This design comes from an exercise in tuning for small area, a short achievable clock period and few clock cycles per item on the open sky130 flow, not from production work.
Only simulation tests tie the RTL to the original design; equivalence was not proved.

==> flow/design.v <==
`default_nettype none
package macc_pkg;
  typedef logic signed [16-1:0] data_t;  
  typedef logic signed [(2*16 + 4)-1:0] acc_t;  
  typedef logic [4-1:0] len_t;  
  typedef logic [4-1:0] filt_t;  
endpackage
`default_nettype wire
`timescale 1ns/1ps
`default_nettype none
module psum_sequencer (
  input logic clk,
  input logic rst_n,
  input logic mac_begin,
  input logic acc_begin,
  input macc_pkg::len_t conv_len,
  input macc_pkg::filt_t filter_num,
  output logic issue_first,  
  output logic issue_last,  
  output logic issue_end,  
  output logic run_acc,  
  output logic mul_enable,
  output logic acc_enable,
  output macc_pkg::len_t cnt_a,
  output macc_pkg::filt_t cnt_b
);
  logic idle;
  logic start_mul;
  logic start_acc;
  logic a_last;  
  logic b_last;  
  macc_pkg::len_t a_inc;
  macc_pkg::filt_t b_inc;
  assign idle = ~mul_enable & ~acc_enable;
  assign start_mul = idle & mac_begin & ~acc_begin;
  assign start_acc = idle & acc_begin & ~mac_begin;
  assign a_inc = cnt_a + 1'b1;
  assign b_inc = cnt_b + 1'b1;
  assign a_last = (a_inc == (acc_enable ? filter_num : conv_len));
  assign b_last = (b_inc == filter_num);
  always_ff @(posedge clk or negedge rst_n) begin
    if (!rst_n) begin
      mul_enable <= 1'b0;
      acc_enable <= 1'b0;
    end else begin
      mul_enable <= start_mul | (mul_enable & ~(a_last & b_last));
      acc_enable <= start_acc | (acc_enable & ~a_last);
    end
  end
  always_ff @(posedge clk) begin
    if (start_mul | start_acc) begin
      run_acc <= start_acc;
    end
    if (start_mul | start_acc | (mul_enable & a_last)) begin
      cnt_a <= '0;
    end else begin
      cnt_a <= a_inc;
    end
    if (start_mul) begin
      cnt_b <= '0;
    end else if (mul_enable & a_last) begin
      cnt_b <= b_inc;
    end
  end
  assign issue_first = ~mul_enable | (cnt_a == '0);
  assign issue_last = acc_enable | (mul_enable & a_last);
  assign issue_end = (acc_enable | mul_enable) & a_last & (acc_enable | b_last);
endmodule
`default_nettype wire
`timescale 1ns/1ps
`default_nettype none
module operand_stage (
  input logic clk,
  input logic rst_n,
  input logic acc_enable,
  input logic issue_first,
  input logic issue_last,
  input logic issue_end,
  input macc_pkg::data_t weight_in,
  input macc_pkg::data_t ifmap_in,
  input macc_pkg::data_t external_psum,
  input macc_pkg::acc_t internal_psum,
  output logic op_keep_s,  
  output logic op_keep_c,
  output logic op_use_i,  
  output logic op_last,
  output logic op_end,
  output macc_pkg::data_t op_w,
  output logic [7:0] op_one,  
  output logic [7:0] op_two,
  output logic [7:0] op_neg,
  output macc_pkg::acc_t op_i
);
  logic [1:0] acc_pipe;
  logic [1:0] first_pipe;
  logic [2:0] last_pipe;
  logic [2:0] end_pipe;
  logic pad_acc;  
  macc_pkg::data_t x;
  logic [16:0] xe;  
  always_ff @(posedge clk or negedge rst_n) begin
    if (!rst_n) begin
      last_pipe <= '0;
      end_pipe <= '0;
    end else begin
      last_pipe <= {last_pipe[1:0], issue_last};
      end_pipe <= {end_pipe[1:0], issue_end};
    end
  end
  assign pad_acc = acc_pipe[1];
  assign op_last = last_pipe[2];
  assign op_end = end_pipe[2];
  assign x = pad_acc ? macc_pkg::data_t'(1) : ifmap_in;
  assign xe = {x, 1'b0};
  always_ff @(posedge clk) begin
    acc_pipe <= {acc_pipe[0], acc_enable};
    first_pipe <= {first_pipe[0], issue_first};
    op_keep_s <= ~first_pipe[1];
    op_keep_c <= ~first_pipe[1];
    op_use_i <= pad_acc;
    op_w <= pad_acc ? external_psum : weight_in;
    op_i <= internal_psum;
    for (int i = 0; i < 8; i++) begin
      op_one[i] <= xe[2*i+1] ^ xe[2*i];
      op_two[i] <= (xe[2*i+2] & ~xe[2*i+1] & ~xe[2*i]) | (~xe[2*i+2] & xe[2*i+1] & xe[2*i]);
      op_neg[i] <= xe[2*i+2];
    end
  end
endmodule
`default_nettype wire
`timescale 1ns/1ps
`default_nettype none
module macc_unit (
  input logic clk,
  input logic rst_n,
  input logic op_keep_s,
  input logic op_keep_c,
  input logic op_use_i,
  input logic op_last,
  input logic op_end,
  input logic run_acc,
  input macc_pkg::data_t op_w,
  input logic [7:0] op_one,
  input logic [7:0] op_two,
  input logic [7:0] op_neg,
  input macc_pkg::acc_t op_i,
  output macc_pkg::acc_t accum_out,
  output logic psum_store,
  output logic mac_finish,
  output logic acc_finish
);
  logic [(2*16 + 4)-1:0] s_q;  
  logic [(2*16 + 4)-1:0] c_q;
  logic [(2*16 + 4)-1:0] s_fb;
  logic [(2*16 + 4)-1:0] c_fb;
  logic [(2*16 + 4)-1:0] s_d;
  logic [(2*16 + 4)-1:0] c_d;
  logic sum_last;
  logic sum_end;
  assign s_fb = (s_q & {(2*16 + 4){op_keep_s}}) | (op_i & {(2*16 + 4){op_use_i}});
  assign c_fb = c_q & {(2*16 + 4){op_keep_c}};
  macc_tree u_tree (
    .w (op_w),
    .one (op_one),
    .two (op_two),
    .neg (op_neg),
    .sfb (s_fb),
    .cfb (c_fb),
    .s_o (s_d),
    .c_o (c_d)
  );
  always_ff @(posedge clk) begin
    s_q <= s_d;
    c_q <= c_d;
    accum_out <= s_q + c_q;
  end
  always_ff @(posedge clk or negedge rst_n) begin
    if (!rst_n) begin
      sum_last <= 1'b0;
      sum_end <= 1'b0;
      psum_store <= 1'b0;
      mac_finish <= 1'b0;
      acc_finish <= 1'b0;
    end else begin
      sum_last <= op_last;
      sum_end <= op_end;
      psum_store <= sum_last;
      mac_finish <= sum_end & ~run_acc;
      acc_finish <= sum_end & run_acc;
    end
  end
endmodule
module macc_tree (
  input  logic [15:0] w,
  input  logic [7:0] one,
  input  logic [7:0] two,
  input  logic [7:0] neg,
  input  logic [35:0] sfb,
  input  logic [35:0] cfb,
  output logic [35:0] s_o,
  output logic [35:0] c_o
);
  wire pp0_0 = ((one[0] & w[0]) | (two[0] & 1'b0)) ^ neg[0];
  wire pp0_1 = ((one[0] & w[1]) | (two[0] & w[0])) ^ neg[0];
  wire pp0_2 = ((one[0] & w[2]) | (two[0] & w[1])) ^ neg[0];
  wire pp0_3 = ((one[0] & w[3]) | (two[0] & w[2])) ^ neg[0];
  wire pp0_4 = ((one[0] & w[4]) | (two[0] & w[3])) ^ neg[0];
  wire pp0_5 = ((one[0] & w[5]) | (two[0] & w[4])) ^ neg[0];
  wire pp0_6 = ((one[0] & w[6]) | (two[0] & w[5])) ^ neg[0];
  wire pp0_7 = ((one[0] & w[7]) | (two[0] & w[6])) ^ neg[0];
  wire pp0_8 = ((one[0] & w[8]) | (two[0] & w[7])) ^ neg[0];
  wire pp0_9 = ((one[0] & w[9]) | (two[0] & w[8])) ^ neg[0];
  wire pp0_10 = ((one[0] & w[10]) | (two[0] & w[9])) ^ neg[0];
  wire pp0_11 = ((one[0] & w[11]) | (two[0] & w[10])) ^ neg[0];
  wire pp0_12 = ((one[0] & w[12]) | (two[0] & w[11])) ^ neg[0];
  wire pp0_13 = ((one[0] & w[13]) | (two[0] & w[12])) ^ neg[0];
  wire pp0_14 = ((one[0] & w[14]) | (two[0] & w[13])) ^ neg[0];
  wire pp0_15 = ((one[0] & w[15]) | (two[0] & w[14])) ^ neg[0];
  wire pp0_16 = ~(((one[0] & w[15]) | (two[0] & w[15])) ^ neg[0]);
  wire pp1_0 = ((one[1] & w[0]) | (two[1] & 1'b0)) ^ neg[1];
  wire pp1_1 = ((one[1] & w[1]) | (two[1] & w[0])) ^ neg[1];
  wire pp1_2 = ((one[1] & w[2]) | (two[1] & w[1])) ^ neg[1];
  wire pp1_3 = ((one[1] & w[3]) | (two[1] & w[2])) ^ neg[1];
  wire pp1_4 = ((one[1] & w[4]) | (two[1] & w[3])) ^ neg[1];
  wire pp1_5 = ((one[1] & w[5]) | (two[1] & w[4])) ^ neg[1];
  wire pp1_6 = ((one[1] & w[6]) | (two[1] & w[5])) ^ neg[1];
  wire pp1_7 = ((one[1] & w[7]) | (two[1] & w[6])) ^ neg[1];
  wire pp1_8 = ((one[1] & w[8]) | (two[1] & w[7])) ^ neg[1];
  wire pp1_9 = ((one[1] & w[9]) | (two[1] & w[8])) ^ neg[1];
  wire pp1_10 = ((one[1] & w[10]) | (two[1] & w[9])) ^ neg[1];
  wire pp1_11 = ((one[1] & w[11]) | (two[1] & w[10])) ^ neg[1];
  wire pp1_12 = ((one[1] & w[12]) | (two[1] & w[11])) ^ neg[1];
  wire pp1_13 = ((one[1] & w[13]) | (two[1] & w[12])) ^ neg[1];
  wire pp1_14 = ((one[1] & w[14]) | (two[1] & w[13])) ^ neg[1];
  wire pp1_15 = ((one[1] & w[15]) | (two[1] & w[14])) ^ neg[1];
  wire pp1_16 = ~(((one[1] & w[15]) | (two[1] & w[15])) ^ neg[1]);
  wire pp2_0 = ((one[2] & w[0]) | (two[2] & 1'b0)) ^ neg[2];
  wire pp2_1 = ((one[2] & w[1]) | (two[2] & w[0])) ^ neg[2];
  wire pp2_2 = ((one[2] & w[2]) | (two[2] & w[1])) ^ neg[2];
  wire pp2_3 = ((one[2] & w[3]) | (two[2] & w[2])) ^ neg[2];
  wire pp2_4 = ((one[2] & w[4]) | (two[2] & w[3])) ^ neg[2];
  wire pp2_5 = ((one[2] & w[5]) | (two[2] & w[4])) ^ neg[2];
  wire pp2_6 = ((one[2] & w[6]) | (two[2] & w[5])) ^ neg[2];
  wire pp2_7 = ((one[2] & w[7]) | (two[2] & w[6])) ^ neg[2];
  wire pp2_8 = ((one[2] & w[8]) | (two[2] & w[7])) ^ neg[2];
  wire pp2_9 = ((one[2] & w[9]) | (two[2] & w[8])) ^ neg[2];
  wire pp2_10 = ((one[2] & w[10]) | (two[2] & w[9])) ^ neg[2];
  wire pp2_11 = ((one[2] & w[11]) | (two[2] & w[10])) ^ neg[2];
  wire pp2_12 = ((one[2] & w[12]) | (two[2] & w[11])) ^ neg[2];
  wire pp2_13 = ((one[2] & w[13]) | (two[2] & w[12])) ^ neg[2];
  wire pp2_14 = ((one[2] & w[14]) | (two[2] & w[13])) ^ neg[2];
  wire pp2_15 = ((one[2] & w[15]) | (two[2] & w[14])) ^ neg[2];
  wire pp2_16 = ~(((one[2] & w[15]) | (two[2] & w[15])) ^ neg[2]);
  wire pp3_0 = ((one[3] & w[0]) | (two[3] & 1'b0)) ^ neg[3];
  wire pp3_1 = ((one[3] & w[1]) | (two[3] & w[0])) ^ neg[3];
  wire pp3_2 = ((one[3] & w[2]) | (two[3] & w[1])) ^ neg[3];
  wire pp3_3 = ((one[3] & w[3]) | (two[3] & w[2])) ^ neg[3];
  wire pp3_4 = ((one[3] & w[4]) | (two[3] & w[3])) ^ neg[3];
  wire pp3_5 = ((one[3] & w[5]) | (two[3] & w[4])) ^ neg[3];
  wire pp3_6 = ((one[3] & w[6]) | (two[3] & w[5])) ^ neg[3];
  wire pp3_7 = ((one[3] & w[7]) | (two[3] & w[6])) ^ neg[3];
  wire pp3_8 = ((one[3] & w[8]) | (two[3] & w[7])) ^ neg[3];
  wire pp3_9 = ((one[3] & w[9]) | (two[3] & w[8])) ^ neg[3];
  wire pp3_10 = ((one[3] & w[10]) | (two[3] & w[9])) ^ neg[3];
  wire pp3_11 = ((one[3] & w[11]) | (two[3] & w[10])) ^ neg[3];
  wire pp3_12 = ((one[3] & w[12]) | (two[3] & w[11])) ^ neg[3];
  wire pp3_13 = ((one[3] & w[13]) | (two[3] & w[12])) ^ neg[3];
  wire pp3_14 = ((one[3] & w[14]) | (two[3] & w[13])) ^ neg[3];
  wire pp3_15 = ((one[3] & w[15]) | (two[3] & w[14])) ^ neg[3];
  wire pp3_16 = ~(((one[3] & w[15]) | (two[3] & w[15])) ^ neg[3]);
  wire pp4_0 = ((one[4] & w[0]) | (two[4] & 1'b0)) ^ neg[4];
  wire pp4_1 = ((one[4] & w[1]) | (two[4] & w[0])) ^ neg[4];
  wire pp4_2 = ((one[4] & w[2]) | (two[4] & w[1])) ^ neg[4];
  wire pp4_3 = ((one[4] & w[3]) | (two[4] & w[2])) ^ neg[4];
  wire pp4_4 = ((one[4] & w[4]) | (two[4] & w[3])) ^ neg[4];
  wire pp4_5 = ((one[4] & w[5]) | (two[4] & w[4])) ^ neg[4];
  wire pp4_6 = ((one[4] & w[6]) | (two[4] & w[5])) ^ neg[4];
  wire pp4_7 = ((one[4] & w[7]) | (two[4] & w[6])) ^ neg[4];
  wire pp4_8 = ((one[4] & w[8]) | (two[4] & w[7])) ^ neg[4];
  wire pp4_9 = ((one[4] & w[9]) | (two[4] & w[8])) ^ neg[4];
  wire pp4_10 = ((one[4] & w[10]) | (two[4] & w[9])) ^ neg[4];
  wire pp4_11 = ((one[4] & w[11]) | (two[4] & w[10])) ^ neg[4];
  wire pp4_12 = ((one[4] & w[12]) | (two[4] & w[11])) ^ neg[4];
  wire pp4_13 = ((one[4] & w[13]) | (two[4] & w[12])) ^ neg[4];
  wire pp4_14 = ((one[4] & w[14]) | (two[4] & w[13])) ^ neg[4];
  wire pp4_15 = ((one[4] & w[15]) | (two[4] & w[14])) ^ neg[4];
  wire pp4_16 = ~(((one[4] & w[15]) | (two[4] & w[15])) ^ neg[4]);
  wire pp5_0 = ((one[5] & w[0]) | (two[5] & 1'b0)) ^ neg[5];
  wire pp5_1 = ((one[5] & w[1]) | (two[5] & w[0])) ^ neg[5];
  wire pp5_2 = ((one[5] & w[2]) | (two[5] & w[1])) ^ neg[5];
  wire pp5_3 = ((one[5] & w[3]) | (two[5] & w[2])) ^ neg[5];
  wire pp5_4 = ((one[5] & w[4]) | (two[5] & w[3])) ^ neg[5];
  wire pp5_5 = ((one[5] & w[5]) | (two[5] & w[4])) ^ neg[5];
  wire pp5_6 = ((one[5] & w[6]) | (two[5] & w[5])) ^ neg[5];
  wire pp5_7 = ((one[5] & w[7]) | (two[5] & w[6])) ^ neg[5];
  wire pp5_8 = ((one[5] & w[8]) | (two[5] & w[7])) ^ neg[5];
  wire pp5_9 = ((one[5] & w[9]) | (two[5] & w[8])) ^ neg[5];
  wire pp5_10 = ((one[5] & w[10]) | (two[5] & w[9])) ^ neg[5];
  wire pp5_11 = ((one[5] & w[11]) | (two[5] & w[10])) ^ neg[5];
  wire pp5_12 = ((one[5] & w[12]) | (two[5] & w[11])) ^ neg[5];
  wire pp5_13 = ((one[5] & w[13]) | (two[5] & w[12])) ^ neg[5];
  wire pp5_14 = ((one[5] & w[14]) | (two[5] & w[13])) ^ neg[5];
  wire pp5_15 = ((one[5] & w[15]) | (two[5] & w[14])) ^ neg[5];
  wire pp5_16 = ~(((one[5] & w[15]) | (two[5] & w[15])) ^ neg[5]);
  wire pp6_0 = ((one[6] & w[0]) | (two[6] & 1'b0)) ^ neg[6];
  wire pp6_1 = ((one[6] & w[1]) | (two[6] & w[0])) ^ neg[6];
  wire pp6_2 = ((one[6] & w[2]) | (two[6] & w[1])) ^ neg[6];
  wire pp6_3 = ((one[6] & w[3]) | (two[6] & w[2])) ^ neg[6];
  wire pp6_4 = ((one[6] & w[4]) | (two[6] & w[3])) ^ neg[6];
  wire pp6_5 = ((one[6] & w[5]) | (two[6] & w[4])) ^ neg[6];
  wire pp6_6 = ((one[6] & w[6]) | (two[6] & w[5])) ^ neg[6];
  wire pp6_7 = ((one[6] & w[7]) | (two[6] & w[6])) ^ neg[6];
  wire pp6_8 = ((one[6] & w[8]) | (two[6] & w[7])) ^ neg[6];
  wire pp6_9 = ((one[6] & w[9]) | (two[6] & w[8])) ^ neg[6];
  wire pp6_10 = ((one[6] & w[10]) | (two[6] & w[9])) ^ neg[6];
  wire pp6_11 = ((one[6] & w[11]) | (two[6] & w[10])) ^ neg[6];
  wire pp6_12 = ((one[6] & w[12]) | (two[6] & w[11])) ^ neg[6];
  wire pp6_13 = ((one[6] & w[13]) | (two[6] & w[12])) ^ neg[6];
  wire pp6_14 = ((one[6] & w[14]) | (two[6] & w[13])) ^ neg[6];
  wire pp6_15 = ((one[6] & w[15]) | (two[6] & w[14])) ^ neg[6];
  wire pp6_16 = ~(((one[6] & w[15]) | (two[6] & w[15])) ^ neg[6]);
  wire pp7_0 = ((one[7] & w[0]) | (two[7] & 1'b0)) ^ neg[7];
  wire pp7_1 = ((one[7] & w[1]) | (two[7] & w[0])) ^ neg[7];
  wire pp7_2 = ((one[7] & w[2]) | (two[7] & w[1])) ^ neg[7];
  wire pp7_3 = ((one[7] & w[3]) | (two[7] & w[2])) ^ neg[7];
  wire pp7_4 = ((one[7] & w[4]) | (two[7] & w[3])) ^ neg[7];
  wire pp7_5 = ((one[7] & w[5]) | (two[7] & w[4])) ^ neg[7];
  wire pp7_6 = ((one[7] & w[6]) | (two[7] & w[5])) ^ neg[7];
  wire pp7_7 = ((one[7] & w[7]) | (two[7] & w[6])) ^ neg[7];
  wire pp7_8 = ((one[7] & w[8]) | (two[7] & w[7])) ^ neg[7];
  wire pp7_9 = ((one[7] & w[9]) | (two[7] & w[8])) ^ neg[7];
  wire pp7_10 = ((one[7] & w[10]) | (two[7] & w[9])) ^ neg[7];
  wire pp7_11 = ((one[7] & w[11]) | (two[7] & w[10])) ^ neg[7];
  wire pp7_12 = ((one[7] & w[12]) | (two[7] & w[11])) ^ neg[7];
  wire pp7_13 = ((one[7] & w[13]) | (two[7] & w[12])) ^ neg[7];
  wire pp7_14 = ((one[7] & w[14]) | (two[7] & w[13])) ^ neg[7];
  wire pp7_15 = ((one[7] & w[15]) | (two[7] & w[14])) ^ neg[7];
  wire pp7_16 = ~(((one[7] & w[15]) | (two[7] & w[15])) ^ neg[7]);
  wire s1, s1c;
  assign s1 = neg[0] ^ sfb[0] ^ cfb[0];
  assign s1c = (neg[0] & sfb[0]) | (neg[0] & cfb[0]) | (sfb[0] & cfb[0]);
  wire s2, s2c;
  assign s2 = sfb[1] ^ cfb[1] ^ pp0_1;
  assign s2c = (sfb[1] & cfb[1]) | (sfb[1] & pp0_1) | (cfb[1] & pp0_1);
  wire s3, s3c;
  assign s3 = neg[1] ^ sfb[2] ^ cfb[2];
  assign s3c = (neg[1] & sfb[2]) | (neg[1] & cfb[2]) | (sfb[2] & cfb[2]);
  wire s4, s4c;
  assign s4 = pp0_2 ^ pp1_0 ^ s3;
  assign s4c = (pp0_2 & pp1_0) | (pp0_2 & s3) | (pp1_0 & s3);
  wire s5, s5c;
  assign s5 = sfb[3] ^ cfb[3] ^ pp0_3;
  assign s5c = (sfb[3] & cfb[3]) | (sfb[3] & pp0_3) | (cfb[3] & pp0_3);
  wire s6, s6c;
  assign s6 = pp1_1 ^ s3c ^ s5;
  assign s6c = (pp1_1 & s3c) | (pp1_1 & s5) | (s3c & s5);
  wire s7, s7c;
  assign s7 = neg[2] ^ sfb[4] ^ cfb[4];
  assign s7c = (neg[2] & sfb[4]) | (neg[2] & cfb[4]) | (sfb[4] & cfb[4]);
  wire s8, s8c;
  assign s8 = pp0_4 ^ pp1_2 ^ pp2_0;
  assign s8c = (pp0_4 & pp1_2) | (pp0_4 & pp2_0) | (pp1_2 & pp2_0);
  wire s9, s9c;
  assign s9 = s7 ^ s5c ^ s8;
  assign s9c = (s7 & s5c) | (s7 & s8) | (s5c & s8);
  wire s10, s10c;
  assign s10 = sfb[5] ^ cfb[5] ^ pp0_5;
  assign s10c = (sfb[5] & cfb[5]) | (sfb[5] & pp0_5) | (cfb[5] & pp0_5);
  wire s11, s11c;
  assign s11 = pp1_3 ^ pp2_1 ^ s7c;
  assign s11c = (pp1_3 & pp2_1) | (pp1_3 & s7c) | (pp2_1 & s7c);
  wire s12, s12c;
  assign s12 = s8c ^ s10 ^ s11;
  assign s12c = (s8c & s10) | (s8c & s11) | (s10 & s11);
  wire s13, s13c;
  assign s13 = neg[3] ^ sfb[6] ^ cfb[6];
  assign s13c = (neg[3] & sfb[6]) | (neg[3] & cfb[6]) | (sfb[6] & cfb[6]);
  wire s14, s14c;
  assign s14 = pp0_6 ^ pp1_4 ^ pp2_2;
  assign s14c = (pp0_6 & pp1_4) | (pp0_6 & pp2_2) | (pp1_4 & pp2_2);
  wire s15, s15c;
  assign s15 = pp3_0 ^ s13 ^ s10c;
  assign s15c = (pp3_0 & s13) | (pp3_0 & s10c) | (s13 & s10c);
  wire s16, s16c;
  assign s16 = s14 ^ s11c ^ s15;
  assign s16c = (s14 & s11c) | (s14 & s15) | (s11c & s15);
  wire s17, s17c;
  assign s17 = sfb[7] ^ cfb[7] ^ pp0_7;
  assign s17c = (sfb[7] & cfb[7]) | (sfb[7] & pp0_7) | (cfb[7] & pp0_7);
  wire s18, s18c;
  assign s18 = pp1_5 ^ pp2_3 ^ pp3_1;
  assign s18c = (pp1_5 & pp2_3) | (pp1_5 & pp3_1) | (pp2_3 & pp3_1);
  wire s19, s19c;
  assign s19 = s13c ^ s14c ^ s17;
  assign s19c = (s13c & s14c) | (s13c & s17) | (s14c & s17);
  wire s20, s20c;
  assign s20 = s18 ^ s15c ^ s19;
  assign s20c = (s18 & s15c) | (s18 & s19) | (s15c & s19);
  wire s21, s21c;
  assign s21 = neg[4] ^ sfb[8] ^ cfb[8];
  assign s21c = (neg[4] & sfb[8]) | (neg[4] & cfb[8]) | (sfb[8] & cfb[8]);
  wire s22, s22c;
  assign s22 = pp0_8 ^ pp1_6 ^ pp2_4;
  assign s22c = (pp0_8 & pp1_6) | (pp0_8 & pp2_4) | (pp1_6 & pp2_4);
  wire s23, s23c;
  assign s23 = pp3_2 ^ pp4_0 ^ s21;
  assign s23c = (pp3_2 & pp4_0) | (pp3_2 & s21) | (pp4_0 & s21);
  wire s24, s24c;
  assign s24 = s17c ^ s18c ^ s22;
  assign s24c = (s17c & s18c) | (s17c & s22) | (s18c & s22);
  wire s25, s25c;
  assign s25 = s23 ^ s19c ^ s24;
  assign s25c = (s23 & s19c) | (s23 & s24) | (s19c & s24);
  wire s26, s26c;
  assign s26 = sfb[9] ^ cfb[9] ^ pp0_9;
  assign s26c = (sfb[9] & cfb[9]) | (sfb[9] & pp0_9) | (cfb[9] & pp0_9);
  wire s27, s27c;
  assign s27 = pp1_7 ^ pp2_5 ^ pp3_3;
  assign s27c = (pp1_7 & pp2_5) | (pp1_7 & pp3_3) | (pp2_5 & pp3_3);
  wire s28, s28c;
  assign s28 = pp4_1 ^ s21c ^ s22c;
  assign s28c = (pp4_1 & s21c) | (pp4_1 & s22c) | (s21c & s22c);
  wire s29, s29c;
  assign s29 = s26 ^ s27 ^ s23c;
  assign s29c = (s26 & s27) | (s26 & s23c) | (s27 & s23c);
  wire s30, s30c;
  assign s30 = s24c ^ s28 ^ s29;
  assign s30c = (s24c & s28) | (s24c & s29) | (s28 & s29);
  wire s31, s31c;
  assign s31 = neg[5] ^ sfb[10] ^ cfb[10];
  assign s31c = (neg[5] & sfb[10]) | (neg[5] & cfb[10]) | (sfb[10] & cfb[10]);
  wire s32, s32c;
  assign s32 = pp0_10 ^ pp1_8 ^ pp2_6;
  assign s32c = (pp0_10 & pp1_8) | (pp0_10 & pp2_6) | (pp1_8 & pp2_6);
  wire s33, s33c;
  assign s33 = pp3_4 ^ pp4_2 ^ pp5_0;
  assign s33c = (pp3_4 & pp4_2) | (pp3_4 & pp5_0) | (pp4_2 & pp5_0);
  wire s34, s34c;
  assign s34 = s31 ^ s26c ^ s27c;
  assign s34c = (s31 & s26c) | (s31 & s27c) | (s26c & s27c);
  wire s35, s35c;
  assign s35 = s32 ^ s33 ^ s28c;
  assign s35c = (s32 & s33) | (s32 & s28c) | (s33 & s28c);
  wire s36, s36c;
  assign s36 = s34 ^ s29c ^ s35;
  assign s36c = (s34 & s29c) | (s34 & s35) | (s29c & s35);
  wire s37, s37c;
  assign s37 = sfb[11] ^ cfb[11] ^ pp0_11;
  assign s37c = (sfb[11] & cfb[11]) | (sfb[11] & pp0_11) | (cfb[11] & pp0_11);
  wire s38, s38c;
  assign s38 = pp1_9 ^ pp2_7 ^ pp3_5;
  assign s38c = (pp1_9 & pp2_7) | (pp1_9 & pp3_5) | (pp2_7 & pp3_5);
  wire s39, s39c;
  assign s39 = pp4_3 ^ pp5_1 ^ s31c;
  assign s39c = (pp4_3 & pp5_1) | (pp4_3 & s31c) | (pp5_1 & s31c);
  wire s40, s40c;
  assign s40 = s32c ^ s33c ^ s37;
  assign s40c = (s32c & s33c) | (s32c & s37) | (s33c & s37);
  wire s41, s41c;
  assign s41 = s38 ^ s39 ^ s34c;
  assign s41c = (s38 & s39) | (s38 & s34c) | (s39 & s34c);
  wire s42, s42c;
  assign s42 = s40 ^ s35c ^ s41;
  assign s42c = (s40 & s35c) | (s40 & s41) | (s35c & s41);
  wire s43, s43c;
  assign s43 = neg[6] ^ sfb[12] ^ cfb[12];
  assign s43c = (neg[6] & sfb[12]) | (neg[6] & cfb[12]) | (sfb[12] & cfb[12]);
  wire s44, s44c;
  assign s44 = pp0_12 ^ pp1_10 ^ pp2_8;
  assign s44c = (pp0_12 & pp1_10) | (pp0_12 & pp2_8) | (pp1_10 & pp2_8);
  wire s45, s45c;
  assign s45 = pp3_6 ^ pp4_4 ^ pp5_2;
  assign s45c = (pp3_6 & pp4_4) | (pp3_6 & pp5_2) | (pp4_4 & pp5_2);
  wire s46, s46c;
  assign s46 = pp6_0 ^ s43 ^ s37c;
  assign s46c = (pp6_0 & s43) | (pp6_0 & s37c) | (s43 & s37c);
  wire s47, s47c;
  assign s47 = s38c ^ s44 ^ s45;
  assign s47c = (s38c & s44) | (s38c & s45) | (s44 & s45);
  wire s48, s48c;
  assign s48 = s39c ^ s40c ^ s46;
  assign s48c = (s39c & s40c) | (s39c & s46) | (s40c & s46);
  wire s49, s49c;
  assign s49 = s47 ^ s41c ^ s48;
  assign s49c = (s47 & s41c) | (s47 & s48) | (s41c & s48);
  wire s50, s50c;
  assign s50 = sfb[13] ^ cfb[13] ^ pp0_13;
  assign s50c = (sfb[13] & cfb[13]) | (sfb[13] & pp0_13) | (cfb[13] & pp0_13);
  wire s51, s51c;
  assign s51 = pp1_11 ^ pp2_9 ^ pp3_7;
  assign s51c = (pp1_11 & pp2_9) | (pp1_11 & pp3_7) | (pp2_9 & pp3_7);
  wire s52, s52c;
  assign s52 = pp4_5 ^ pp5_3 ^ pp6_1;
  assign s52c = (pp4_5 & pp5_3) | (pp4_5 & pp6_1) | (pp5_3 & pp6_1);
  wire s53, s53c;
  assign s53 = s43c ^ s44c ^ s45c;
  assign s53c = (s43c & s44c) | (s43c & s45c) | (s44c & s45c);
  wire s54, s54c;
  assign s54 = s50 ^ s51 ^ s52;
  assign s54c = (s50 & s51) | (s50 & s52) | (s51 & s52);
  wire s55, s55c;
  assign s55 = s46c ^ s47c ^ s53;
  assign s55c = (s46c & s47c) | (s46c & s53) | (s47c & s53);
  wire s56, s56c;
  assign s56 = s54 ^ s48c ^ s55;
  assign s56c = (s54 & s48c) | (s54 & s55) | (s48c & s55);
  wire s57, s57c;
  assign s57 = neg[7] ^ sfb[14] ^ cfb[14];
  assign s57c = (neg[7] & sfb[14]) | (neg[7] & cfb[14]) | (sfb[14] & cfb[14]);
  wire s58, s58c;
  assign s58 = pp0_14 ^ pp1_12 ^ pp2_10;
  assign s58c = (pp0_14 & pp1_12) | (pp0_14 & pp2_10) | (pp1_12 & pp2_10);
  wire s59, s59c;
  assign s59 = pp3_8 ^ pp4_6 ^ pp5_4;
  assign s59c = (pp3_8 & pp4_6) | (pp3_8 & pp5_4) | (pp4_6 & pp5_4);
  wire s60, s60c;
  assign s60 = pp6_2 ^ pp7_0 ^ s57;
  assign s60c = (pp6_2 & pp7_0) | (pp6_2 & s57) | (pp7_0 & s57);
  wire s61, s61c;
  assign s61 = s50c ^ s51c ^ s52c;
  assign s61c = (s50c & s51c) | (s50c & s52c) | (s51c & s52c);
  wire s62, s62c;
  assign s62 = s58 ^ s59 ^ s60;
  assign s62c = (s58 & s59) | (s58 & s60) | (s59 & s60);
  wire s63, s63c;
  assign s63 = s53c ^ s54c ^ s61;
  assign s63c = (s53c & s54c) | (s53c & s61) | (s54c & s61);
  wire s64, s64c;
  assign s64 = s62 ^ s55c ^ s63;
  assign s64c = (s62 & s55c) | (s62 & s63) | (s55c & s63);
  wire s65, s65c;
  assign s65 = sfb[15] ^ cfb[15] ^ pp0_15;
  assign s65c = (sfb[15] & cfb[15]) | (sfb[15] & pp0_15) | (cfb[15] & pp0_15);
  wire s66, s66c;
  assign s66 = pp1_13 ^ pp2_11 ^ pp3_9;
  assign s66c = (pp1_13 & pp2_11) | (pp1_13 & pp3_9) | (pp2_11 & pp3_9);
  wire s67, s67c;
  assign s67 = pp4_7 ^ pp5_5 ^ pp6_3;
  assign s67c = (pp4_7 & pp5_5) | (pp4_7 & pp6_3) | (pp5_5 & pp6_3);
  wire s68, s68c;
  assign s68 = pp7_1 ^ s57c ^ s58c;
  assign s68c = (pp7_1 & s57c) | (pp7_1 & s58c) | (s57c & s58c);
  wire s69, s69c;
  assign s69 = s59c ^ s65 ^ s66;
  assign s69c = (s59c & s65) | (s59c & s66) | (s65 & s66);
  wire s70, s70c;
  assign s70 = s67 ^ s60c ^ s61c;
  assign s70c = (s67 & s60c) | (s67 & s61c) | (s60c & s61c);
  wire s71, s71c;
  assign s71 = s68 ^ s69 ^ s62c;
  assign s71c = (s68 & s69) | (s68 & s62c) | (s69 & s62c);
  wire s72, s72c;
  assign s72 = s63c ^ s70 ^ s71;
  assign s72c = (s63c & s70) | (s63c & s71) | (s70 & s71);
  wire s73, s73c;
  assign s73 = 1'b1 ^ sfb[16] ^ cfb[16];
  assign s73c = (1'b1 & sfb[16]) | (1'b1 & cfb[16]) | (sfb[16] & cfb[16]);
  wire s74, s74c;
  assign s74 = pp0_16 ^ pp1_14 ^ pp2_12;
  assign s74c = (pp0_16 & pp1_14) | (pp0_16 & pp2_12) | (pp1_14 & pp2_12);
  wire s75, s75c;
  assign s75 = pp3_10 ^ pp4_8 ^ pp5_6;
  assign s75c = (pp3_10 & pp4_8) | (pp3_10 & pp5_6) | (pp4_8 & pp5_6);
  wire s76, s76c;
  assign s76 = pp6_4 ^ pp7_2 ^ s73;
  assign s76c = (pp6_4 & pp7_2) | (pp6_4 & s73) | (pp7_2 & s73);
  wire s77, s77c;
  assign s77 = s65c ^ s66c ^ s67c;
  assign s77c = (s65c & s66c) | (s65c & s67c) | (s66c & s67c);
  wire s78, s78c;
  assign s78 = s74 ^ s75 ^ s76;
  assign s78c = (s74 & s75) | (s74 & s76) | (s75 & s76);
  wire s79, s79c;
  assign s79 = s68c ^ s69c ^ s77;
  assign s79c = (s68c & s69c) | (s68c & s77) | (s69c & s77);
  wire s80, s80c;
  assign s80 = s78 ^ s70c ^ s79;
  assign s80c = (s78 & s70c) | (s78 & s79) | (s70c & s79);
  wire h81, h81c;
  assign h81 = s71c ^ s80;
  assign h81c = s71c & s80;
  wire s82, s82c;
  assign s82 = 1'b1 ^ sfb[17] ^ cfb[17];
  assign s82c = (1'b1 & sfb[17]) | (1'b1 & cfb[17]) | (sfb[17] & cfb[17]);
  wire s83, s83c;
  assign s83 = pp1_15 ^ pp2_13 ^ pp3_11;
  assign s83c = (pp1_15 & pp2_13) | (pp1_15 & pp3_11) | (pp2_13 & pp3_11);
  wire s84, s84c;
  assign s84 = pp4_9 ^ pp5_7 ^ pp6_5;
  assign s84c = (pp4_9 & pp5_7) | (pp4_9 & pp6_5) | (pp5_7 & pp6_5);
  wire s85, s85c;
  assign s85 = pp7_3 ^ s73c ^ s82;
  assign s85c = (pp7_3 & s73c) | (pp7_3 & s82) | (s73c & s82);
  wire s86, s86c;
  assign s86 = s74c ^ s75c ^ s83;
  assign s86c = (s74c & s75c) | (s74c & s83) | (s75c & s83);
  wire s87, s87c;
  assign s87 = s84 ^ s76c ^ s85;
  assign s87c = (s84 & s76c) | (s84 & s85) | (s76c & s85);
  wire s88, s88c;
  assign s88 = s77c ^ s86 ^ s78c;
  assign s88c = (s77c & s86) | (s77c & s78c) | (s86 & s78c);
  wire s89, s89c;
  assign s89 = s87 ^ s79c ^ s88;
  assign s89c = (s87 & s79c) | (s87 & s88) | (s79c & s88);
  wire h90, h90c;
  assign h90 = s80c ^ s89;
  assign h90c = s80c & s89;
  wire s91, s91c;
  assign s91 = sfb[18] ^ cfb[18] ^ pp1_16;
  assign s91c = (sfb[18] & cfb[18]) | (sfb[18] & pp1_16) | (cfb[18] & pp1_16);
  wire s92, s92c;
  assign s92 = pp2_14 ^ pp3_12 ^ pp4_10;
  assign s92c = (pp2_14 & pp3_12) | (pp2_14 & pp4_10) | (pp3_12 & pp4_10);
  wire s93, s93c;
  assign s93 = pp5_8 ^ pp6_6 ^ pp7_4;
  assign s93c = (pp5_8 & pp6_6) | (pp5_8 & pp7_4) | (pp6_6 & pp7_4);
  wire s94, s94c;
  assign s94 = s82c ^ s83c ^ s84c;
  assign s94c = (s82c & s83c) | (s82c & s84c) | (s83c & s84c);
  wire s95, s95c;
  assign s95 = s91 ^ s92 ^ s93;
  assign s95c = (s91 & s92) | (s91 & s93) | (s92 & s93);
  wire s96, s96c;
  assign s96 = s85c ^ s86c ^ s94;
  assign s96c = (s85c & s86c) | (s85c & s94) | (s86c & s94);
  wire s97, s97c;
  assign s97 = s95 ^ s87c ^ s96;
  assign s97c = (s95 & s87c) | (s95 & s96) | (s87c & s96);
  wire s98, s98c;
  assign s98 = s88c ^ s97 ^ s89c;
  assign s98c = (s88c & s97) | (s88c & s89c) | (s97 & s89c);
  wire s99, s99c;
  assign s99 = 1'b1 ^ sfb[19] ^ cfb[19];
  assign s99c = (1'b1 & sfb[19]) | (1'b1 & cfb[19]) | (sfb[19] & cfb[19]);
  wire s100, s100c;
  assign s100 = pp2_15 ^ pp3_13 ^ pp4_11;
  assign s100c = (pp2_15 & pp3_13) | (pp2_15 & pp4_11) | (pp3_13 & pp4_11);
  wire s101, s101c;
  assign s101 = pp5_9 ^ pp6_7 ^ pp7_5;
  assign s101c = (pp5_9 & pp6_7) | (pp5_9 & pp7_5) | (pp6_7 & pp7_5);
  wire s102, s102c;
  assign s102 = s99 ^ s91c ^ s92c;
  assign s102c = (s99 & s91c) | (s99 & s92c) | (s91c & s92c);
  wire s103, s103c;
  assign s103 = s93c ^ s100 ^ s101;
  assign s103c = (s93c & s100) | (s93c & s101) | (s100 & s101);
  wire s104, s104c;
  assign s104 = s94c ^ s95c ^ s102;
  assign s104c = (s94c & s95c) | (s94c & s102) | (s95c & s102);
  wire s105, s105c;
  assign s105 = s103 ^ s96c ^ s104;
  assign s105c = (s103 & s96c) | (s103 & s104) | (s96c & s104);
  wire h106, h106c;
  assign h106 = s97c ^ s105;
  assign h106c = s97c & s105;
  wire s107, s107c;
  assign s107 = sfb[20] ^ cfb[20] ^ pp2_16;
  assign s107c = (sfb[20] & cfb[20]) | (sfb[20] & pp2_16) | (cfb[20] & pp2_16);
  wire s108, s108c;
  assign s108 = pp3_14 ^ pp4_12 ^ pp5_10;
  assign s108c = (pp3_14 & pp4_12) | (pp3_14 & pp5_10) | (pp4_12 & pp5_10);
  wire s109, s109c;
  assign s109 = pp6_8 ^ pp7_6 ^ s99c;
  assign s109c = (pp6_8 & pp7_6) | (pp6_8 & s99c) | (pp7_6 & s99c);
  wire s110, s110c;
  assign s110 = s100c ^ s101c ^ s107;
  assign s110c = (s100c & s101c) | (s100c & s107) | (s101c & s107);
  wire s111, s111c;
  assign s111 = s108 ^ s109 ^ s102c;
  assign s111c = (s108 & s109) | (s108 & s102c) | (s109 & s102c);
  wire s112, s112c;
  assign s112 = s103c ^ s110 ^ s104c;
  assign s112c = (s103c & s110) | (s103c & s104c) | (s110 & s104c);
  wire s113, s113c;
  assign s113 = s111 ^ s105c ^ s112;
  assign s113c = (s111 & s105c) | (s111 & s112) | (s105c & s112);
  wire s114, s114c;
  assign s114 = 1'b1 ^ sfb[21] ^ cfb[21];
  assign s114c = (1'b1 & sfb[21]) | (1'b1 & cfb[21]) | (sfb[21] & cfb[21]);
  wire s115, s115c;
  assign s115 = pp3_15 ^ pp4_13 ^ pp5_11;
  assign s115c = (pp3_15 & pp4_13) | (pp3_15 & pp5_11) | (pp4_13 & pp5_11);
  wire s116, s116c;
  assign s116 = pp6_9 ^ pp7_7 ^ s114;
  assign s116c = (pp6_9 & pp7_7) | (pp6_9 & s114) | (pp7_7 & s114);
  wire s117, s117c;
  assign s117 = s107c ^ s108c ^ s115;
  assign s117c = (s107c & s108c) | (s107c & s115) | (s108c & s115);
  wire s118, s118c;
  assign s118 = s109c ^ s116 ^ s110c;
  assign s118c = (s109c & s116) | (s109c & s110c) | (s116 & s110c);
  wire s119, s119c;
  assign s119 = s117 ^ s111c ^ s118;
  assign s119c = (s117 & s111c) | (s117 & s118) | (s111c & s118);
  wire h120, h120c;
  assign h120 = s112c ^ s119;
  assign h120c = s112c & s119;
  wire s121, s121c;
  assign s121 = sfb[22] ^ cfb[22] ^ pp3_16;
  assign s121c = (sfb[22] & cfb[22]) | (sfb[22] & pp3_16) | (cfb[22] & pp3_16);
  wire s122, s122c;
  assign s122 = pp4_14 ^ pp5_12 ^ pp6_10;
  assign s122c = (pp4_14 & pp5_12) | (pp4_14 & pp6_10) | (pp5_12 & pp6_10);
  wire s123, s123c;
  assign s123 = pp7_8 ^ s114c ^ s115c;
  assign s123c = (pp7_8 & s114c) | (pp7_8 & s115c) | (s114c & s115c);
  wire s124, s124c;
  assign s124 = s121 ^ s122 ^ s116c;
  assign s124c = (s121 & s122) | (s121 & s116c) | (s122 & s116c);
  wire s125, s125c;
  assign s125 = s117c ^ s123 ^ s124;
  assign s125c = (s117c & s123) | (s117c & s124) | (s123 & s124);
  wire s126, s126c;
  assign s126 = s118c ^ s125 ^ s119c;
  assign s126c = (s118c & s125) | (s118c & s119c) | (s125 & s119c);
  wire s127, s127c;
  assign s127 = 1'b1 ^ sfb[23] ^ cfb[23];
  assign s127c = (1'b1 & sfb[23]) | (1'b1 & cfb[23]) | (sfb[23] & cfb[23]);
  wire s128, s128c;
  assign s128 = pp4_15 ^ pp5_13 ^ pp6_11;
  assign s128c = (pp4_15 & pp5_13) | (pp4_15 & pp6_11) | (pp5_13 & pp6_11);
  wire s129, s129c;
  assign s129 = pp7_9 ^ s127 ^ s121c;
  assign s129c = (pp7_9 & s127) | (pp7_9 & s121c) | (s127 & s121c);
  wire s130, s130c;
  assign s130 = s122c ^ s128 ^ s123c;
  assign s130c = (s122c & s128) | (s122c & s123c) | (s128 & s123c);
  wire s131, s131c;
  assign s131 = s129 ^ s124c ^ s130;
  assign s131c = (s129 & s124c) | (s129 & s130) | (s124c & s130);
  wire h132, h132c;
  assign h132 = s125c ^ s131;
  assign h132c = s125c & s131;
  wire s133, s133c;
  assign s133 = sfb[24] ^ cfb[24] ^ pp4_16;
  assign s133c = (sfb[24] & cfb[24]) | (sfb[24] & pp4_16) | (cfb[24] & pp4_16);
  wire s134, s134c;
  assign s134 = pp5_14 ^ pp6_12 ^ pp7_10;
  assign s134c = (pp5_14 & pp6_12) | (pp5_14 & pp7_10) | (pp6_12 & pp7_10);
  wire s135, s135c;
  assign s135 = s127c ^ s128c ^ s133;
  assign s135c = (s127c & s128c) | (s127c & s133) | (s128c & s133);
  wire s136, s136c;
  assign s136 = s134 ^ s129c ^ s135;
  assign s136c = (s134 & s129c) | (s134 & s135) | (s129c & s135);
  wire s137, s137c;
  assign s137 = s130c ^ s136 ^ s131c;
  assign s137c = (s130c & s136) | (s130c & s131c) | (s136 & s131c);
  wire s138, s138c;
  assign s138 = 1'b1 ^ sfb[25] ^ cfb[25];
  assign s138c = (1'b1 & sfb[25]) | (1'b1 & cfb[25]) | (sfb[25] & cfb[25]);
  wire s139, s139c;
  assign s139 = pp5_15 ^ pp6_13 ^ pp7_11;
  assign s139c = (pp5_15 & pp6_13) | (pp5_15 & pp7_11) | (pp6_13 & pp7_11);
  wire s140, s140c;
  assign s140 = s138 ^ s133c ^ s134c;
  assign s140c = (s138 & s133c) | (s138 & s134c) | (s133c & s134c);
  wire s141, s141c;
  assign s141 = s139 ^ s135c ^ s140;
  assign s141c = (s139 & s135c) | (s139 & s140) | (s135c & s140);
  wire h142, h142c;
  assign h142 = s136c ^ s141;
  assign h142c = s136c & s141;
  wire s143, s143c;
  assign s143 = sfb[26] ^ cfb[26] ^ pp5_16;
  assign s143c = (sfb[26] & cfb[26]) | (sfb[26] & pp5_16) | (cfb[26] & pp5_16);
  wire s144, s144c;
  assign s144 = pp6_14 ^ pp7_12 ^ s138c;
  assign s144c = (pp6_14 & pp7_12) | (pp6_14 & s138c) | (pp7_12 & s138c);
  wire s145, s145c;
  assign s145 = s139c ^ s143 ^ s144;
  assign s145c = (s139c & s143) | (s139c & s144) | (s143 & s144);
  wire s146, s146c;
  assign s146 = s140c ^ s145 ^ s141c;
  assign s146c = (s140c & s145) | (s140c & s141c) | (s145 & s141c);
  wire s147, s147c;
  assign s147 = 1'b1 ^ sfb[27] ^ cfb[27];
  assign s147c = (1'b1 & sfb[27]) | (1'b1 & cfb[27]) | (sfb[27] & cfb[27]);
  wire s148, s148c;
  assign s148 = pp6_15 ^ pp7_13 ^ s147;
  assign s148c = (pp6_15 & pp7_13) | (pp6_15 & s147) | (pp7_13 & s147);
  wire s149, s149c;
  assign s149 = s143c ^ s144c ^ s148;
  assign s149c = (s143c & s144c) | (s143c & s148) | (s144c & s148);
  wire h150, h150c;
  assign h150 = s145c ^ s149;
  assign h150c = s145c & s149;
  wire s151, s151c;
  assign s151 = sfb[28] ^ cfb[28] ^ pp6_16;
  assign s151c = (sfb[28] & cfb[28]) | (sfb[28] & pp6_16) | (cfb[28] & pp6_16);
  wire s152, s152c;
  assign s152 = pp7_14 ^ s147c ^ s151;
  assign s152c = (pp7_14 & s147c) | (pp7_14 & s151) | (s147c & s151);
  wire s153, s153c;
  assign s153 = s148c ^ s152 ^ s149c;
  assign s153c = (s148c & s152) | (s148c & s149c) | (s152 & s149c);
  wire s154, s154c;
  assign s154 = 1'b1 ^ sfb[29] ^ cfb[29];
  assign s154c = (1'b1 & sfb[29]) | (1'b1 & cfb[29]) | (sfb[29] & cfb[29]);
  wire s155, s155c;
  assign s155 = pp7_15 ^ s154 ^ s151c;
  assign s155c = (pp7_15 & s154) | (pp7_15 & s151c) | (s154 & s151c);
  wire h156, h156c;
  assign h156 = s152c ^ s155;
  assign h156c = s152c & s155;
  wire s157, s157c;
  assign s157 = sfb[30] ^ cfb[30] ^ pp7_16;
  assign s157c = (sfb[30] & cfb[30]) | (sfb[30] & pp7_16) | (cfb[30] & pp7_16);
  wire s158, s158c;
  assign s158 = s154c ^ s157 ^ s155c;
  assign s158c = (s154c & s157) | (s154c & s155c) | (s157 & s155c);
  wire s159, s159c;
  assign s159 = 1'b1 ^ sfb[31] ^ cfb[31];
  assign s159c = (1'b1 & sfb[31]) | (1'b1 & cfb[31]) | (sfb[31] & cfb[31]);
  wire h160, h160c;
  assign h160 = s159 ^ s157c;
  assign h160c = s159 & s157c;
  wire s161, s161c;
  assign s161 = 1'b1 ^ sfb[32] ^ cfb[32];
  assign s161c = (1'b1 & sfb[32]) | (1'b1 & cfb[32]) | (sfb[32] & cfb[32]);
  wire h162, h162c;
  assign h162 = s159c ^ s161;
  assign h162c = s159c & s161;
  wire s163, s163c;
  assign s163 = 1'b1 ^ sfb[33] ^ cfb[33];
  assign s163c = (1'b1 & sfb[33]) | (1'b1 & cfb[33]) | (sfb[33] & cfb[33]);
  wire h164, h164c;
  assign h164 = s161c ^ s163;
  assign h164c = s161c & s163;
  wire s165, s165c;
  assign s165 = 1'b1 ^ sfb[34] ^ cfb[34];
  assign s165c = (1'b1 & sfb[34]) | (1'b1 & cfb[34]) | (sfb[34] & cfb[34]);
  wire h166, h166c;
  assign h166 = s163c ^ s165;
  assign h166c = s163c & s165;
  wire s167, s167c;
  assign s167 = 1'b1 ^ sfb[35] ^ cfb[35];
  assign s167c = (1'b1 & sfb[35]) | (1'b1 & cfb[35]) | (sfb[35] & cfb[35]);
  wire h168, h168c;
  assign h168 = s165c ^ s167;
  assign h168c = s165c & s167;
  assign s_o[0] = pp0_0;
  assign c_o[0] = s1;
  assign s_o[1] = s1c;
  assign c_o[1] = s2;
  assign s_o[2] = s2c;
  assign c_o[2] = s4;
  assign s_o[3] = s4c;
  assign c_o[3] = s6;
  assign s_o[4] = s6c;
  assign c_o[4] = s9;
  assign s_o[5] = s9c;
  assign c_o[5] = s12;
  assign s_o[6] = s12c;
  assign c_o[6] = s16;
  assign s_o[7] = s16c;
  assign c_o[7] = s20;
  assign s_o[8] = s20c;
  assign c_o[8] = s25;
  assign s_o[9] = s25c;
  assign c_o[9] = s30;
  assign s_o[10] = s30c;
  assign c_o[10] = s36;
  assign s_o[11] = s36c;
  assign c_o[11] = s42;
  assign s_o[12] = s42c;
  assign c_o[12] = s49;
  assign s_o[13] = s49c;
  assign c_o[13] = s56;
  assign s_o[14] = s56c;
  assign c_o[14] = s64;
  assign s_o[15] = s64c;
  assign c_o[15] = s72;
  assign s_o[16] = s72c;
  assign c_o[16] = h81;
  assign s_o[17] = h81c;
  assign c_o[17] = h90;
  assign s_o[18] = h90c;
  assign c_o[18] = s98;
  assign s_o[19] = h106;
  assign c_o[19] = s98c;
  assign s_o[20] = h106c;
  assign c_o[20] = s113;
  assign s_o[21] = h120;
  assign c_o[21] = s113c;
  assign s_o[22] = h120c;
  assign c_o[22] = s126;
  assign s_o[23] = h132;
  assign c_o[23] = s126c;
  assign s_o[24] = h132c;
  assign c_o[24] = s137;
  assign s_o[25] = h142;
  assign c_o[25] = s137c;
  assign s_o[26] = h142c;
  assign c_o[26] = s146;
  assign s_o[27] = h150;
  assign c_o[27] = s146c;
  assign s_o[28] = h150c;
  assign c_o[28] = s153;
  assign s_o[29] = h156;
  assign c_o[29] = s153c;
  assign s_o[30] = h156c;
  assign c_o[30] = s158;
  assign s_o[31] = h160;
  assign c_o[31] = s158c;
  assign s_o[32] = h162;
  assign c_o[32] = h160c;
  assign s_o[33] = h162c;
  assign c_o[33] = h164;
  assign s_o[34] = h164c;
  assign c_o[34] = h166;
  assign s_o[35] = h166c;
  assign c_o[35] = h168;
endmodule
`default_nettype wire
`timescale 1ns/1ps
`default_nettype none
module macc_control_top (
  input logic clk,
  input logic rst_n,
  input logic mac_begin,
  input logic acc_begin,
  input macc_pkg::len_t conv_len,
  input macc_pkg::filt_t filter_num,
  input macc_pkg::data_t weight_in,
  input macc_pkg::data_t ifmap_in,
  input macc_pkg::data_t external_psum,
  input macc_pkg::acc_t internal_psum,
  output logic mul_enable,
  output logic acc_enable,
  output macc_pkg::len_t cnt_a,
  output macc_pkg::filt_t cnt_b,
  output macc_pkg::acc_t accum_out,
  output logic psum_store,
  output logic mac_finish,
  output logic acc_finish
);
  logic issue_first;
  logic issue_last;
  logic issue_end;
  logic run_acc;
  logic op_keep_s;
  logic op_keep_c;
  logic op_use_i;
  logic op_last;
  logic op_end;
  macc_pkg::data_t op_w;
  logic [7:0] op_one;
  logic [7:0] op_two;
  logic [7:0] op_neg;
  macc_pkg::acc_t op_i;
  psum_sequencer u_seq (
    .clk (clk),
    .rst_n (rst_n),
    .mac_begin (mac_begin),
    .acc_begin (acc_begin),
    .conv_len (conv_len),
    .filter_num (filter_num),
    .issue_first (issue_first),
    .issue_last (issue_last),
    .issue_end (issue_end),
    .run_acc (run_acc),
    .mul_enable (mul_enable),
    .acc_enable (acc_enable),
    .cnt_a (cnt_a),
    .cnt_b (cnt_b)
  );
  operand_stage u_ops (
    .clk (clk),
    .rst_n (rst_n),
    .acc_enable (acc_enable),
    .issue_first (issue_first),
    .issue_last (issue_last),
    .issue_end (issue_end),
    .weight_in (weight_in),
    .ifmap_in (ifmap_in),
    .external_psum (external_psum),
    .internal_psum (internal_psum),
    .op_keep_s (op_keep_s),
    .op_keep_c (op_keep_c),
    .op_use_i (op_use_i),
    .op_last (op_last),
    .op_end (op_end),
    .op_w (op_w),
    .op_one (op_one),
    .op_two (op_two),
    .op_neg (op_neg),
    .op_i (op_i)
  );
  macc_unit u_mac (
    .clk (clk),
    .rst_n (rst_n),
    .op_keep_s (op_keep_s),
    .op_keep_c (op_keep_c),
    .op_use_i (op_use_i),
    .op_last (op_last),
    .op_end (op_end),
    .run_acc (run_acc),
    .op_w (op_w),
    .op_one (op_one),
    .op_two (op_two),
    .op_neg (op_neg),
    .op_i (op_i),
    .accum_out (accum_out),
    .psum_store (psum_store),
    .mac_finish (mac_finish),
    .acc_finish (acc_finish)
  );
endmodule
`default_nettype wire
==> flow/run.sh <==
#!/bin/bash
# synth_recipe.tcl (not shown) runs the flow's synth.tcl, then flattens the netlist and writes it again
# the make line also repeats each setting of config.mk as NAME=value (left out here)
make -C /OpenROAD-flow-scripts/flow DESIGN_CONFIG=/design/flow/config.mk WORK_HOME=/design/flow/orfs CLKGATE_MAP_FILE= SYNTH_SCRIPT=/design/flow/synth_recipe.tcl finish
==> flow/config.mk <==
export PLATFORM = sky130hd
export DESIGN_NAME = macc_control_top
export DESIGN_NICKNAME = macc_control_top
export VERILOG_FILES = /design/flow/design.v
export SDC_FILE = /design/flow/constraint.sdc
export NUM_CORES = 4
export LEC_CHECK = 0
export CAP_MARGIN = 20
export CORE_MARGIN = 2
export CORE_UTILIZATION = 40
export SETUP_SLACK_MARGIN = 3.5
export SLEW_MARGIN = 20
==> flow/constraint.sdc <==
create_clock -name core_clock -period 7.0 [get_ports {clk}]
set_input_delay 1.4000 -clock core_clock [delete_from_list [all_inputs] [get_ports {clk}]]
set_output_delay 1.4000 -clock core_clock [all_outputs]
set_load 0.01 [all_outputs]
==> impl_metrics.tcl, run 1 <==
set metrics [dict create \
    antenna_cells 0 \
    cp.arrival_ns 3.83 \
    via_per_inst 5.050 \
    cts_hold_buffers 0 \
    cts_buffers 26 \
    dpl.cell_count 1845 \
    synthMuxAreaShare 0.01688 \
    routed_wl_mm 32.47 \
    synth_edf_count 1 \
    grt_first_pass_wirelength_mm 53.32 \
    start_util 0.4068 \
    layout-area-overhead-vs-synth_pct 20.71 \
    first_pass_iters 6 \
    yosysMostFrequentCell "dfxtp_1" \
    crit_end "u_mac.c_q[18]$_DFF_P_" \
    synth_fp_nets 1637 \
    startpoint "u_ops.op_w[10]$_DFF_P_" \
    yosysUniqueCellTypes 55 \
    r2r_start "u_ops.op_w[10]$_DFF_P_" \
    outcome "finished clean" \
    syn_avg_cell_area_um2 10.21 \
    cts_max_level 1 \
    clock_path_buffers 3 \
    max-slew-margin-rel 0.5326 \
    crit_fanout 16 \
    skew_ns 0.02830 \
    synthAdderAreaFrac 0.2668 \
    synthDominantCellAreaShare 0.2906 \
    ioPinCount 145 \
    wl_met1_mm 15.00 \
    required_ns 7.43 \
    r2r_end "u_mac.c_q[18]$_DFF_P_" \
    rows 67 \
    tns_ns 0 \
    drt-initial-drc-count 816 \
    worst_slew_pin_slew_ns 0.7002 \
    vias 9610 \
    ys_async_sr_fraction 0.06132 \
    clk_latency_ns 0.55 \
    overflow 0 \
    yosysTopAreaCell "dfxtp_1" \
    maxCapViolations 0 \
    tritoncts "done" \
    synth_compound_area_frac 0.1453 \
    dr_wl_met2_mm 14.56 \
    grt_pass1_vias 9881 \
    start_kind "flop" \
    dieWidth_um 188.7 \
    root_buffer "clkbuf_16" \
    die_h_um 188.7 \
    ys_seq_elements 212 \
    r2r_slack_ns 3.60 \
    synth-seq-area-share 0.3167 \
    gp_congestion 0.8758 \
    synth_xor_xnor_area_share 0.1233 \
    hpwlAfterDp_mm 24.26 \
    dieArea_um2 35590 \
    syn-cell-area_um2 13640 \
    crit_type "reg2reg" \
    ant_nets 0 \
    rsz0062_at_grt "true" \
    nNetsFinal 1737 \
    final_max_slew_viol_count 0 \
    instances_no_fill 1903 \
    worstSetupEndpointType "flop" \
    setup_viol 0 \
    drive_above_1_share 0.09141 \
    synth_top_family_by_area "adder cells" \
    post-route-drc-count 0 \
    yosysWarningCount 3 \
    route.met3.wl_mm 2.311 \
    grt_use_total 0.1874 \
    fin_crit_ns 3.400 \
    top_layer_used "met4" \
    antenna_found_initial 1 \
    grt_max_degree 41 \
    core_um2 33530 \
    fillers 3104 \
    clock.fmax_mhz 294.1 \
    yosys-top-cells-count "dfxtp_1 (198), inv_1 (161), a22oi_1 (144), fa_1 (143), xnor2_1 (137)" \
    synth_top_flop_cell "dfxtp_1" \
    hold_path_class "reg2reg" \
    fin_crit_sh 0.4857 \
    synthTopCellsByArea "dfxtp_1 (29%), fa_1 (21%), xnor2_1 (8.8%)" \
    io_buffer_count 144 \
    yosys.area_share.simple 0.06082 \
    clkTransAtPathRegs_ns 0.06 \
    clock_sinks 212 \
    hold_viol 0 \
    synthCells 1336 \
    hold_ws_ns 0.3279 \
    post_drt_wl_per_cell_um 17.06 \
    worstRegToRegCells 10 \
]
metal layers:
layer | up-vias | global-route usage
met4 | 0 | 0.04838
met3 | 46 | 0.04004
met2 | 304 | 0.2955
met5 | - | 0
li1 | 4588 | -
met1 | 4672 | 0.2619
registers in the layout (all words and copies together), names as in the netlist, 2 cells and up:
register / flops
u_mac.accum_out: 36
u_mac.c_q: 36
u_mac.s_q: 36
u_ops.acc_pipe: 2
u_ops.end_pipe: 3
u_ops.first_pipe: 2
u_ops.last_pipe: 3
u_ops.op_i: 36
u_ops.op_neg: 8
u_ops.op_one: 8
u_ops.op_two: 8
u_ops.op_w: 16
u_seq.cnt_a: 4
u_seq.cnt_b: 4
logic make-up after synthesis:
group,count (synthesis)
buffers and inverters,255
AND/OR/NAND/NOR,175
multiplexers,21
flip-flops,212
adder cells (fa/ha/maj),205
XOR/XNOR,192
AO/OA/AOI/OAI,276
critical path: stages (launching register included):
cell and delay [ns]:
dfxtp_2 0.60, a22oi_1 0.19, xnor2_1 0.19, fa_1 0.55, inv_1 0.05, fa_1 0.37
inv_1 0.07, fa_1 0.43, fa_1 0.37, inv_1 0.07, fa_1 0.39
worst min path at each step:
stage	start	to	slack (ns)	depth (start not counted)
after floorplan	u_ops.acc_pipe[0]$_DFF_P_	u_ops.acc_pipe[1]$_DFF_P_	0.31	0
after global placement	u_ops.first_pipe[0]$_DFF_P_	u_ops.first_pipe[1]$_DFF_P_	0.31	0
after detailed placement	u_ops.acc_pipe[0]$_DFF_P_	u_ops.acc_pipe[1]$_DFF_P_	0.32	0
after CTS	u_ops.acc_pipe[0]$_DFF_P_	u_ops.acc_pipe[1]$_DFF_P_	0.33	0
after global routing	u_ops.acc_pipe[0]$_DFF_P_	u_ops.acc_pipe[1]$_DFF_P_	0.34	0
final	u_ops.acc_pipe[0]$_DFF_P_	u_ops.acc_pipe[1]$_DFF_P_	0.33	0
layout by cell type, fill, tap and decap left out, types with 27 or more instances in the layout:
master	n
xnor2_1	137
nor2_1	47
nand2_1	63
o21ai_0	27
dfxtp_2	28
ha_1	62
dfxtp_1	164
xor2_1	55
a21oi_1	39
a22oi_1	144
clkdlybuf4s50_1	144
inv_1	159
fa_1	143
final cells by class:
class	instances	area (um2)	area share
well taps	448	560.5	0.03405
inverters	163	629.4	0.03822
clock inverters	14	195.2	0.01186
multi-input cells	869	8376	0.5087
flip-flops and latches	212	4377	0.2658
repair buffers	164	1620	0.09841
clock buffers	33	706.9	0.04294
stage by stage:
step / cell area [um2] / setup slack (ns) / util
global placement: 15360 / 3.128 / 0.4582
CTS: 16370 / 3.487 / 0.4881
detailed placement: 15360 / 3.048 / 0.4582
floorplan: 13660 / 3.500 / -
global route: 16460 / 3.477 / 0.4910
finish: 16460 / 3.600 / 0.4910
repair_timing:
item	CTS	global route
setup endpoints to repair	26	14
pin swaps	0	2
buffers inserted	4	7
gates resized for setup	38	17
Testbench counts, summed over its fixed seeds: cycles 24,347, items 22,427.
==> run 2: changes to the inputs <==
--- a/flow/config.mk
+++ b/flow/config.mk
@@ -10,2 +10,4 @@
 export CORE_UTILIZATION = 40
+export CTS_BUF_LIST = sky130_fd_sc_hd__clkbuf_8
+export CTS_CLUSTER_SIZE = 30
 export SETUP_SLACK_MARGIN = 3.5
==> impl_metrics.tcl, run 2 <==
set metrics [dict create \
    yosysTopAreaCell "dfxtp_1" \
    synth_edf_count 1 \
    place_area_um2 15360 \
    cts_max_level 2 \
    synthCells 1336 \
    antenna_found_initial 1 \
    vias 9618 \
    yosys-top-cells-count "dfxtp_1 (198), inv_1 (161), a22oi_1 (144), fa_1 (143), xnor2_1 (137)" \
    drt-initial-drc-count 826 \
    syn_avg_cell_area_um2 10.21 \
    final_common_cell "inv_1" \
    fin_crit_ns 3.402 \
    maxCapViolations 0 \
    cts_buffers 39 \
    hold_viol 0 \
    hp-start "u_ops.first_pipe[0]$_DFF_P_" \
    startpoint "u_ops.op_w[7]$_DFF_P_" \
    first_pass_iters 6 \
    clock_path_buffers 3 \
    tritoncts "done" \
    routed_wl_mm 32.37 \
    fillers 3122 \
    design_area_um2 16410 \
    rsz0062_at_grt "true" \
    ant_nets 0 \
    post_drt_wl_per_cell_um 16.85 \
    clock.fmax_mhz 294.0 \
    hold_path_class "reg2reg" \
    drive_above_1_share 0.1012 \
    synthDominantCellAreaShare 0.2906 \
    yosysMostFrequentCell "dfxtp_1" \
    synth_top_flop_cell "dfxtp_1" \
    max-slew-margin-rel 0.5495 \
    multi_input_area_um2 8383 \
    r2r_start "u_ops.op_w[7]$_DFF_P_" \
    yosysUniqueCellTypes 55 \
    post-route-drc-count 0 \
    syn-cell-area_um2 13640 \
    final_core_utilization 0.4893 \
    clock_sinks 212 \
    grt_max_degree 41 \
    start_util 0.4068 \
    grt_first_pass_wirelength_mm 53.28 \
    worst_slew_pin_slew_ns 0.6749 \
    outcome "finished clean" \
    grt_use_total 0.1882 \
    synthTopCellsByArea "dfxtp_1 (29%), fa_1 (21%), xnor2_1 (8.8%)" \
    cp.arrival_ns 3.83 \
    root_buffer "clkbuf_8" \
    overflow 0 \
    antenna_cells 0 \
    crit_type "reg2reg" \
    r2r_slack_ns 3.60 \
    yosysWarningCount 3 \
    via_per_inst 5.007 \
    io_buffer_count 144 \
    hpwlAfterDp_mm 24.26 \
    cts_hold_buffers 0 \
    rows 67 \
    clk_latency_ns 0.56 \
    tns_ns 0 \
    fin_crit_sh 0.4860 \
    dieArea_um2 35590 \
    core_um2 33530 \
    synth_fp_nets 1637 \
    setup_viol 0 \
    start_kind "flop" \
    skew_ns 0.01186 \
    grt_pass1_vias 10030 \
    die_h_um 188.7 \
    clkTransAtPathRegs_ns 0.06 \
    ys_seq_elements 212 \
    final_max_slew_viol_count 0 \
    register_area_um2 4390 \
    gp_congestion 0.8758 \
    synth-seq-area-share 0.3167 \
    nNetsFinal 1744 \
    dieWidth_um 188.7 \
    layout_common_cells "inv_1 (167), dfxtp_1 (163), a22oi_1 (144), clkdlybuf4s50_1 (144), fa_1 (143)" \
    worstSetupEndpointType "flop" \
    crit_fanout 16 \
    required_ns 7.43 \
    ys_async_sr_fraction 0.06132 \
    ioPinCount 145 \
    layout-area-overhead-vs-synth_pct 20.29 \
]
## run 2: changes by cell type in the layout (fill, tap and decap cells not counted), moves of 4 or more
cell and delta:
inv_1 +8, clkbuf_8 +49, clkbuf_16 -26, clkbuf_1 -4, buf_4 -6, dfxtp_4 +5
dfxtp_2 -4
## run 2: kinds of logic (layout without fill, tap and decap cells)
kind of cell	after synthesis	count (layout)	share of synthesized area
and+or+nand+nor	175	175	0.06082
AOI/OAI and AO/OA	276	276	0.1453
buffers and inverters	255	392	0.07027
DFF	212	212	0.3167
adders and majority gates	205	205	0.2668
muxes	21	21	0.01688
xor gates and xnor gates	192	192	0.1233
## run 2: worst max-delay path, stage by stage (launching register included)
cell and delay [ns]:
dfxtp_2 0.57, a22oi_1 0.17, xnor2_1 0.17, fa_1 0.40
inv_1 0.11, fa_1 0.43, inv_1 0.08, fa_1 0.42
fa_1 0.51, fa_1 0.41
## run 2: per-stage QoR
step	hold slack [ns]	setup slack, ns	std cells
finish	0.3291	3.598	1921
global route	0.3409	3.488	1921
CTS	0.3289	3.441	1921
detailed placement	0.3157	3.048	1845
global placement	0.3107	3.128	1845
floorplan	0.3096	3.500	1336
## run 2: worst paths after layout
kind	cells past startpoint	to
max in group asynchronous	1	u_ops.end_pipe[2]$_DFF_PN0_
hold / removal	0	u_ops.first_pipe[1]$_DFF_P_
setup / recovery	9	u_mac.c_q[18]$_DFF_P_
min in group asynchronous	1	u_ops.last_pipe[0]$_DFF_PN0_
setup reg to reg	9	u_mac.c_q[18]$_DFF_P_
hold reg to reg	0	u_ops.first_pipe[1]$_DFF_P_
## run 2: area by class of cell
| class | count | area share |
|---|---|---|
| Multi-Input combinational cell | 869 | 0.5109 |
| Clock buffer | 52 | 0.04362 |
| Tap cell | 448 | 0.03416 |
| Sequential cell | 212 | 0.2676 |
| Clock inverter | 19 | 0.009304 |
| Inverter | 163 | 0.03836 |
| Timing Repair Buffer | 158 | 0.09601 |
## run 2: timing repair
item	4_1_cts	5_1_grt
endpoints found under the setup margin	26	17
gates resized for setup	36	26
pin swaps	0	1
setup buffers	5	0
## run 2: routing by layer
metal / GRT usage / share of wire
met1: 0.2600 / 0.46
met2: 0.2943 / 0.45
met4: 0.05439 / 0.021
met5: 0 / 0
met3: 0.04470 / 0.073

==> re-timing with driven ports <==
No port has a modelled driver above. Below, the same layouts with a new extraction and two added sets of constraints.
Step 1: set_driving_cell puts a clkbuf_16 on clk and a buf_2 on each other input, an assumption about the parent block.
Step 2 times the ports against the registers' clock, not the clock port: input delays grow and output delays shrink by t, the midpoint of the rising clock arrivals with the driver on.
Slacks: no drivers / after step 1 / after step 2; pairs: no drivers / after step 1.
run	t (ns)	setup WS [ns]	clock arrival spread, ns
run 1	0.591	3.600 / 3.600 / 3.600	0.028 / 0.028
run 2	0.601	3.598 / 3.598 / 3.598	0.013 / 0.013
After both steps every run listed still meets setup and hold.
